Context: an optimization exercise on an open-source flow, tuned for small area. The choices shown serve that exercise and are no tape-out recipe.
In this exercise RTL edits were held to simulation tests only and were not proved equivalent to the original.
Power and IR drop assume default switching activity.

## design/flow/flow/run.sh

```bash
#!/bin/bash
# Own layout flow: the standard layout (standard.sh, unchanged synthesis)
# with the smallest buffer on the ports, a clock tree of clkbuf_8 without
# dummy loads, and synthesis's cells set to drive strength 1 after floorplan
# (flow/downsize.tcl); later repairs size up where needed.
# make's full output goes to flow_make.log; each tool's log is under orfs/logs.
set -euo pipefail
cd "$(dirname "$0")/.."
bash standard.sh \
  "BUFFER_PORTS_ARGS=-buffer_cell sky130_fd_sc_hd__buf_1" \
  "CTS_ARGS=-sink_clustering_enable -repair_clock_nets -dont_use_dummy_load -buf_list sky130_fd_sc_hd__clkbuf_8 -sink_clustering_size 16 -sink_clustering_max_diameter 60" \
  REMOVE_ABC_BUFFERS=1 \
  "POST_FLOORPLAN_TCL=$PWD/flow/downsize.tcl" \
  finish > flow_make.log 2>&1
```

## design/flow/flow/downsize.tcl

```tcl
# Hook run after floorplan (POST_FLOORPLAN_TCL): give every cell the drive
# strength _1 of its own cell family when that is smaller. Placement's
# repair_design and the later timing repairs size up again where slew,
# capacitance or timing need it. Registers keep their cell type.
set db [ord::get_db]
set block [ord::get_db_block]
set n 0
foreach inst [$block getInsts] {
  set master [$inst getMaster]
  set name [$master getName]
  if {![regexp {^(sky130_fd_sc_hd__[a-z0-9]+)_([0-9]+)$} $name -> base drive]} { continue }
  if {$drive <= 1} { continue }
  set small [$db findMaster ${base}_1]
  if {$small eq "NULL" || $small eq ""} { continue }
  set skip 0
  foreach pat $::env(DONT_USE_CELLS) {
    if {[string match $pat ${base}_1]} { set skip 1 }
  }
  if {$skip} { continue }
  if {[expr {[$small getWidth] * [$small getHeight]}] >= [expr {[$master getWidth] * [$master getHeight]}]} { continue }
  if {[$inst swapMaster $small]} { incr n }
}
puts "downsize.tcl: $n cells set to drive strength 1"
```

## design/flow/standard.sh

```bash
#!/bin/bash
# synth_recipe.tcl (not shown) runs the flow's synth.tcl, then flattens the netlist and writes it again
# the make line also repeats each setting of config.mk as NAME=value (left out here)
make -C /OpenROAD-flow-scripts/flow DESIGN_CONFIG=/design/flow/config.mk WORK_HOME=/design/flow/orfs CLKGATE_MAP_FILE= SYNTH_SCRIPT=/design/flow/synth_recipe.tcl "${@:-finish}"
```

## design/flow/config.mk

```make
export PLATFORM = sky130hd
export DESIGN_NAME = arp_rx_cache
export DESIGN_NICKNAME = arp_rx_cache
export VERILOG_FILES = /design/flow/design.v
export SDC_FILE = /design/flow/constraint.sdc
export NUM_CORES = 4
export LEC_CHECK = 0
export CAP_MARGIN = 20
export CORE_MARGIN = 2
export CORE_UTILIZATION = 70
export SLEW_MARGIN = 20
```

## design/flow/constraint.sdc

```tcl
create_clock -name core_clock -period 8.0 [get_ports {clk}]
set_input_delay 1.6000 -clock core_clock [delete_from_list [all_inputs] [get_ports {clk}]]
set_output_delay 1.6000 -clock core_clock [all_outputs]
set_load 0.01 [all_outputs]
```

## design/flow/design.v

```verilog
package arp_rx_cache_pkg;
  localparam logic [1:0] ST_HDR    = 2'd0;
  localparam logic [1:0] ST_ARP    = 2'd1;
  localparam logic [1:0] ST_REPLAY = 2'd2;
  localparam logic [1:0] ST_PASS   = 2'd3;
endpackage
module arp_rx_cache_cache (
  input  logic        clk,
  input  logic        rst,
  input  logic        wr_en,        
  input  logic [31:0] wr_ip,        
  input  logic [47:0] wr_mac,
  input  logic        srch_clr,     
  input  logic        srch,         
  output logic        hold_mac,     
  output logic        hold_ip,      
  input  logic        lookup_req,
  input  logic [31:0] lookup_ip,
  output logic        lookup_valid,
  output logic        lookup_hit,
  output logic [47:0] lookup_mac
);
  logic [31:0] rip  [8];
  logic [47:0] rmac [8];
  logic [7:0]  rv_r;
  logic [2:0]  ph_r, ptr_r, mslot_r, tgt_s, npos_s, mpos_s;
  logic        match_r, mp_r, ipp_r, pend_s, mac_a_s, mac_b_s, mac_land_s, ip_land_s;
  logic        fwd_s, fwd_r, cmp_eq_s;
  logic [31:0] cmp_ip_s;
  logic [7:0]  hit_s, hv_s, hv_r;
  logic [47:0] hmac_s;
  assign tgt_s      = match_r ? mslot_r : ptr_r;
  assign pend_s     = mp_r || ipp_r;
  assign mac_a_s    = mp_r && (ph_r == tgt_s);
  assign mac_b_s    = mp_r && ((ph_r - 3'd4) == tgt_s);
  assign mac_land_s = mac_a_s || mac_b_s;
  assign ip_land_s  = ipp_r && (ph_r == tgt_s);
  assign hold_mac   = wr_en || (mp_r && !mac_land_s);
  assign hold_ip    = hold_mac || (ipp_r && !ip_land_s);
  assign npos_s     = ph_r - tgt_s;
  assign mpos_s     = npos_s - 3'd1;
  assign cmp_ip_s = srch ? rip[7] : lookup_ip;
  assign cmp_eq_s = (wr_ip == cmp_ip_s);
  assign fwd_s    = pend_s && cmp_eq_s;
  always_comb begin
    for (int p = 0; p < 8; p++) begin
      hit_s[p] = rv_r[p] && (rip[p] == lookup_ip) && !(pend_s && (mpos_s == 3'(p)));
    end
  end
  always_comb begin
    for (int q = 0; q < 8; q++) begin
      hv_s[q] = hit_s[(q + 7) % 8] ||
                (fwd_s && !(mp_r && !mac_land_s) && (npos_s == 3'(q)));
    end
  end
  always_comb begin
    hmac_s = fwd_r ? wr_mac : 48'h0;
    for (int p = 0; p < 8; p++) begin
      if (hv_r[p]) begin
        hmac_s = hmac_s | rmac[p];
      end
    end
  end
  assign lookup_hit = (|hv_r) || fwd_r;
  assign lookup_mac = hmac_s;
  always_ff @(posedge clk) begin
    rip[0]  <= ip_land_s ? wr_ip : rip[7];
    rmac[0] <= mac_a_s ? wr_mac : rmac[7];
    rmac[4] <= mac_b_s ? wr_mac : rmac[3];
    for (int p = 1; p < 8; p++) begin
      rip[p] <= rip[p-1];
      if (p != 4) begin
        rmac[p] <= rmac[p-1];
      end
    end
    hv_r  <= hv_s;
    fwd_r <= fwd_s && mp_r && !mac_land_s;
    if (srch_clr) begin
      match_r <= 1'b0;
    end else if (srch && rv_r[7] && cmp_eq_s) begin
      match_r <= 1'b1;
      mslot_r <= ph_r;
    end
  end
  always_ff @(posedge clk or posedge rst) begin
    if (rst) begin
      rv_r         <= 8'h0;
      ph_r         <= 3'd0;
      ptr_r        <= 3'd0;
      mp_r         <= 1'b0;
      ipp_r        <= 1'b0;
      lookup_valid <= 1'b0;
    end else begin
      rv_r         <= {rv_r[6:0], ip_land_s || rv_r[7]};
      ph_r         <= ph_r + 3'd1;
      mp_r         <= hold_mac;
      ipp_r        <= (wr_en && !match_r) || (ipp_r && !ip_land_s);
      lookup_valid <= lookup_req;
      if (ip_land_s) begin
        ptr_r <= ptr_r + 3'd1;
      end
    end
  end
endmodule
module arp_rx_cache
#(
  parameter logic [47:0] local_mac   = 48'h00_0a_35_01_02_03,
  parameter logic [31:0] local_ip    = 32'h10_00_00_80,
  parameter int          CACHE_DEPTH = 8
) (
  input  logic        clk,
  input  logic        rst,
  input  logic        rx_fifo_tvalid,
  output logic        rx_fifo_tready,
  input  logic [7:0]  rx_fifo_tdata,
  input  logic        rx_fifo_tlast,
  input  logic        rx_fifo_tuser,
  output logic        dv_out,
  output logic [47:0] remote_mac,
  output logic [31:0] remote_ip,
  output logic        udp_tvalid,
  input  logic        udp_tready,
  output logic [7:0]  udp_tdata,
  output logic        udp_tlast,
  output logic        udp_tuser,
  input  logic        lookup_req,
  input  logic [31:0] lookup_ip,
  output logic        lookup_valid,
  output logic        lookup_hit,
  output logic [47:0] lookup_mac
);
  logic [1:0]  st_r;
  logic [5:0]  cnt_r;
  logic [7:0]  sr [14];
  logic        ok_r, req_r, commit_r;
  logic        is_hdr, is_arp, is_rep, is_pass;
  logic        rx_acc_s, arp_type_s, byte_ok_s, accept_s, hold_m_s, hold_p_s, sh_lo_s, sh_m_s, sh_p_s;
  logic [31:0] spa_s;
  logic [47:0] sha_s;
  assign is_hdr  = (st_r == arp_rx_cache_pkg::ST_HDR);
  assign is_arp  = (st_r == arp_rx_cache_pkg::ST_ARP);
  assign is_rep  = (st_r == arp_rx_cache_pkg::ST_REPLAY);
  assign is_pass = (st_r == arp_rx_cache_pkg::ST_PASS);
  assign rx_fifo_tready = !rst && (is_hdr || is_arp || (is_pass && udp_tready));
  assign rx_acc_s       = rx_fifo_tvalid && rx_fifo_tready;
  assign udp_tvalid     = is_rep || (is_pass && rx_fifo_tvalid);
  assign udp_tdata      = is_pass ? rx_fifo_tdata : sr[13];
  assign udp_tlast      = is_pass && rx_fifo_tlast;
  assign udp_tuser      = is_pass && rx_fifo_tlast && rx_fifo_tuser;
  assign arp_type_s = (sr[0] == 8'h08) && (rx_fifo_tdata == 8'h06);
  always_comb begin
    case (cnt_r)
      6'd14, 6'd17, 6'd20: byte_ok_s = (rx_fifo_tdata == 8'h00);
      6'd15: byte_ok_s = (rx_fifo_tdata == 8'h01);
      6'd16: byte_ok_s = (rx_fifo_tdata == 8'h08);
      6'd18: byte_ok_s = (rx_fifo_tdata == 8'h06);
      6'd19: byte_ok_s = (rx_fifo_tdata == 8'h04);
      6'd21: byte_ok_s = (rx_fifo_tdata == 8'h01) || (rx_fifo_tdata == 8'h02);
      6'd38: byte_ok_s = (rx_fifo_tdata == local_ip[31:24]);
      6'd39: byte_ok_s = (rx_fifo_tdata == local_ip[23:16]);
      6'd40: byte_ok_s = (rx_fifo_tdata == local_ip[15:8]);
      6'd41: byte_ok_s = (rx_fifo_tdata == local_ip[7:0]);
      default: byte_ok_s = 1'b1;
    endcase
  end
  assign accept_s = rx_acc_s && is_arp && rx_fifo_tlast && !rx_fifo_tuser &&
                    (cnt_r >= 6'd41) && ok_r && byte_ok_s;
  assign spa_s      = {sr[13], sr[12], sr[11], sr[10]};
  assign sha_s      = {sr[9], sr[8], sr[7], sr[6], sr[5], sr[4]};
  assign remote_ip  = spa_s;
  assign remote_mac = sha_s;
  assign sh_lo_s = is_rep ? udp_tready : rx_acc_s;
  assign sh_m_s  = is_rep ? udp_tready :
                   is_arp ? (rx_acc_s && (cnt_r >= 6'd22) && (cnt_r <= 6'd27)) :
                   (rx_acc_s && !hold_m_s);
  assign sh_p_s  = is_rep ? udp_tready :
                   is_arp ? (rx_acc_s && (cnt_r >= 6'd28) && (cnt_r <= 6'd31)) :
                   (rx_acc_s && !hold_p_s);
  always_ff @(posedge clk) begin
    if (sh_lo_s) begin
      sr[0] <= rx_fifo_tdata;
      for (int i = 1; i < 4; i++) sr[i] <= sr[i-1];
    end
    if (sh_m_s) begin
      sr[4] <= is_arp ? rx_fifo_tdata : sr[3];
      for (int i = 5; i < 10; i++) sr[i] <= sr[i-1];
    end
    if (sh_p_s) begin
      sr[10] <= is_arp ? rx_fifo_tdata : sr[9];
      for (int i = 11; i < 14; i++) sr[i] <= sr[i-1];
    end
    if (is_arp && rx_acc_s) begin
      ok_r <= ((cnt_r == 6'd14) || ok_r) && byte_ok_s;
      if (cnt_r == 6'd21) req_r <= (rx_fifo_tdata == 8'h01);
    end
  end
  always_ff @(posedge clk or posedge rst) begin
    if (rst) begin
      st_r     <= arp_rx_cache_pkg::ST_HDR;
      cnt_r    <= 6'd0;
      commit_r <= 1'b0;
      dv_out   <= 1'b0;
    end else begin
      commit_r <= accept_s;
      dv_out   <= accept_s && req_r;
      case (st_r)
        arp_rx_cache_pkg::ST_HDR: begin
          if (rx_acc_s) begin
            if (rx_fifo_tlast) begin
              cnt_r <= 6'd0;
            end else if (cnt_r == 6'd13) begin
              cnt_r <= arp_type_s ? 6'd14 : 6'd0;
              st_r  <= arp_type_s ? arp_rx_cache_pkg::ST_ARP : arp_rx_cache_pkg::ST_REPLAY;
            end else begin
              cnt_r <= cnt_r + 6'd1;
            end
          end
        end
        arp_rx_cache_pkg::ST_REPLAY: begin
          if (udp_tready) begin
            if (cnt_r == 6'd13) begin
              cnt_r <= 6'd0;
              st_r  <= arp_rx_cache_pkg::ST_PASS;
            end else begin
              cnt_r <= cnt_r + 6'd1;
            end
          end
        end
        arp_rx_cache_pkg::ST_ARP: begin
          if (rx_acc_s) begin
            if (rx_fifo_tlast) begin
              cnt_r <= 6'd0;
              st_r  <= arp_rx_cache_pkg::ST_HDR;
            end else if (cnt_r <= 6'd41) begin
              cnt_r <= cnt_r + 6'd1;
            end
          end
        end
        default: begin
          if (rx_acc_s && rx_fifo_tlast) begin
            st_r <= arp_rx_cache_pkg::ST_HDR;
          end
        end
      endcase
    end
  end
  arp_rx_cache_cache u_cache (
    .clk          (clk),
    .rst          (rst),
    .wr_en        (commit_r && (spa_s != 32'h0)),
    .wr_ip        (spa_s),
    .wr_mac       (sha_s),
    .srch_clr     (is_arp && (cnt_r < 6'd32)),
    .srch         (is_arp),
    .hold_mac     (hold_m_s),
    .hold_ip      (hold_p_s),
    .lookup_req   (lookup_req),
    .lookup_ip    (lookup_ip),
    .lookup_valid (lookup_valid),
    .lookup_hit   (lookup_hit),
    .lookup_mac   (lookup_mac)
  );
endmodule
```

==> results.tsv <==
metric	value	unit
synthArstFlopShare	0.0340	
io_pins	190	
clkPwrFrac	0.227	
start_util	0.714	
hp-class	reg2reg	
wl_per_cell	25.8	um
final_cell_mix	dfxtp_1, buf_1, xor2_1	
hold_depth	0	
period_minus_slack	4.18	ns
io_buffers	189	
fin_cells	2602	
worstMarginPinSlew	1.05	ns
final_common_cell	dfxtp_1	
coreArea	36700	um^2
dr.pass1.iters	6	
ctsResizeCount	0	
yosys_warnings	5	
cts_root_buf	clkbuf_8	
die-area	39000	um^2
grt_pass1_wl	99700	um
synth-edff-count	117	
rrSetupSlack	3.82	ns
dp.cells	2545	
status	timing/DRC/antenna clean	
p_int	5510	uW
holdPathEnd	u_cache.rip[3][13]$_DFF_P_	
cts_buffers	56	
cp.arrival	4.52	ns
route.detailed.drc	0	
synth_top_area_frac	0.497	
viasPerCell	6.41	
postRouteAntennaNets	0	
seqPwrFrac	0.625	
grt_max_degree	57	
nets	2197	
syn-cell-area	26200	um^2
synth_cell_types	60	
synthTopCellsByArea	dfxtp_1, edfxtp_1, xor2_1	
ys.flop_type	dfxtp_1	
hp-start	u_cache.rip[2][13]$_DFF_P_	
ys_seq_area_frac	0.657	
drt_iter0_markers	1906	
cp_max_fo	40	
post_cts_buffers	0	
tns	0	ns
globalRouteTotalUtil	0.343	
grt-ovfl-total	0	
crit_path_end_kind	flip-flop	
hold_viol_final	0	
rsz0062_at_grt	no	
num_vias	16685	
wl	67100	um
clk_pin_slew	0.11	ns
grt_pass1_vias	16212	
place_congestion	0.988	
die_w	197	um
cts_buffer_depth	3	
cts_hold_buf	0	
worstRegToRegCells	9	
antenna_found_initial	3	
rows	70	
peakVddDrop	0.280	mV
finalSetupViolCount	0	
fin_skew	0.0842	ns
drive_above_1_share	0.0975	
r2r-start	st_r[1]$_DFFE_PP0P_	
area_growth	6.72	%
worstSetupPathType	reg2reg	
synth_seq_cells	794	
synth.avg_cell_area	13.2	um^2
h-tree-depth	2	
die_h	197	um
crit_path_start_kind	flip-flop	
slew_viol_final	0	
cts_tree	done	
p_sw_frac	0.306	
cts_sinks	794	
dp_hpwl	45500	um
clkLatencyLatePin	0.70	ns
period_share	0.522	
critPathRequiredTime	8.34	ns
fmax	239	MHz
synth_cells	1981	
drv_cap	0	
r2r_end	u_cache.mslot_r[0]$_DFFE_PP_	
p_leak	0.0107	uW
p_per_area	284	nW/um^2
relSlewSlack	0.297	
combPwrFrac	0.149	
power_switching	2430	uW
yosys.area.top_type	dfxtp_1	
-- how the worst max path moves through the flow --
stage / startpoint / end / cells after the start
after floorplan: st_r[1]$_DFFE_PP0P_ / sr[4][0]$_DFFE_PP_ / 6
after global placement: lookup_ip[0] / u_cache.mslot_r[2]$_DFFE_PP_ / 7
after detailed placement: lookup_ip[0] / u_cache.mslot_r[0]$_DFFE_PP_ / 7
after CTS: rx_fifo_tdata[4] / udp_tdata[4] / 3
after global routing: st_r[1]$_DFFE_PP0P_ / u_cache.mslot_r[2]$_DFFE_PP_ / 9
final: st_r[1]$_DFFE_PP0P_ / u_cache.mslot_r[0]$_DFFE_PP_ / 9
-- sequential cells by signal (all words and copies together) (netlist names), 2 cells and up --
register,cells
u_cache.rmac,384
u_cache.rip,256
sr,112
u_cache.hv_r,8
u_cache.rv_r,8
cnt_r,6
u_cache.mslot_r,3
u_cache.ph_r,3
u_cache.ptr_r,3
st_r,2
-- worst max-delay path, stage by stage, from the launching register on --
cell,delay [ns]
dfrtp_1,0.41
inv_1,0.14
ha_4,0.47
buf_4,0.55
mux2i_1,0.28
xnor2_1,0.12
nor4_1,0.66
nand4_1,0.22
or2_0,0.46
nor3_1,0.51
-- routing by layer --
layer | global-route usage | part of all wire | wire, um | vias to the layer above
met5 | 0 | 0.00033 | 22 | -
met4 | 0.119 | 0.034 | 2280 | 4
met3 | 0.0659 | 0.087 | 5870 | 119
met2 | 0.537 | 0.46 | 30900 | 853
met1 | 0.481 | 0.42 | 28000 | 8274
li1 | - | - | - | 7435
-- metrics by stage --
stage	hold WS, ns	utilization	setup WS, ns	area [um^2]	total power [uW]
after floorplan	0.330	-	2.45	25700	5530
after global placement	0.331	0.740	3.66	27200	6180
after detailed placement	0.336	0.740	3.54	27200	6210
after CTS	0.275	0.761	3.91	27900	7950
after global routing	0.300	0.761	3.61	27900	8210
final	0.283	0.761	3.82	27900	7940
-- power by group through the flow --
stage	Clock (uW)	Combinational [uW]	Sequential (uW)
after floorplan	0	608	4920
after global placement	0	1160	5020
after detailed placement	0	1180	5030
after CTS	1820	1180	4950
after global routing	1960	1270	4990
final	1800	1180	4960
-- synth_stat cells, types with 39 or more instances --
master	instances
dfxtp_1	650
xor2_1	170
xnor2_1	125
mux2_2	122
edfxtp_1	117
clkbuf_1	79
nand3_1	65
nor4_1	59
a22oi_1	50
a221oi_1	48
a222oi_1	48
a22o_1	48
nand2_1	47
o21ai_0	47
mux2i_1	39
-- cell type report --
cell class / instances / area [um^2]
fill: 2410 / 8750
antenna: 1 / 2.50
multi-input combinational: 1045 / 8420
tap: 468 / 586
inverter: 33 / 124
sequential: 794 / 17200
clock buffer: 56 / 771
timing repair buffer: 205 / 830
-- cell families (layout without fill, tap and decap cells) --
family	after synthesis	after routing	share of synthesized area
adder cells (fa/ha/maj)	15	15	0.00745
XOR/XNOR	295	295	0.0987
flip-flops	794	794	0.657
AO/OA/AOI/OAI	296	296	0.0898
other	0	1	0
multiplexers	161	161	0.0674
buffers and inverters	142	294	0.0228
AND/OR/NAND/NOR	278	278	0.0569

-- separate check: timing with driven ports --
The results above use ideal ports. As a check the final layout listed here was re-extracted and re-timed, cells and wires unchanged.
Step 1 (the two cells are an assumption about what drives the block):
set clk [get_ports {clk}]
set_driving_cell -lib_cell sky130_fd_sc_hd__clkbuf_16 $clk
set_driving_cell -lib_cell sky130_fd_sc_hd__buf_2 [delete_from_list [all_inputs] $clk]
Step 2, shift: input delay + t, output delay - t, t = (earliest + latest rising clock arrival at the registers) / 2. This alone moves slack from input paths to output paths.
Slacks: ideal ports / drivers / drivers and shift; pairs: ideal ports / drivers.
t, ns: 0.715
setup WS [ns]: 3.823 / 3.823 / 3.390
worst setup path after step 2: input to register
worst register clock-pin slew, ns: 0.11 / 0.11
After both steps this run still meets setup and hold. The setup slack of this run moves by 0.000 ns with the drivers and by -0.433 ns with both steps.
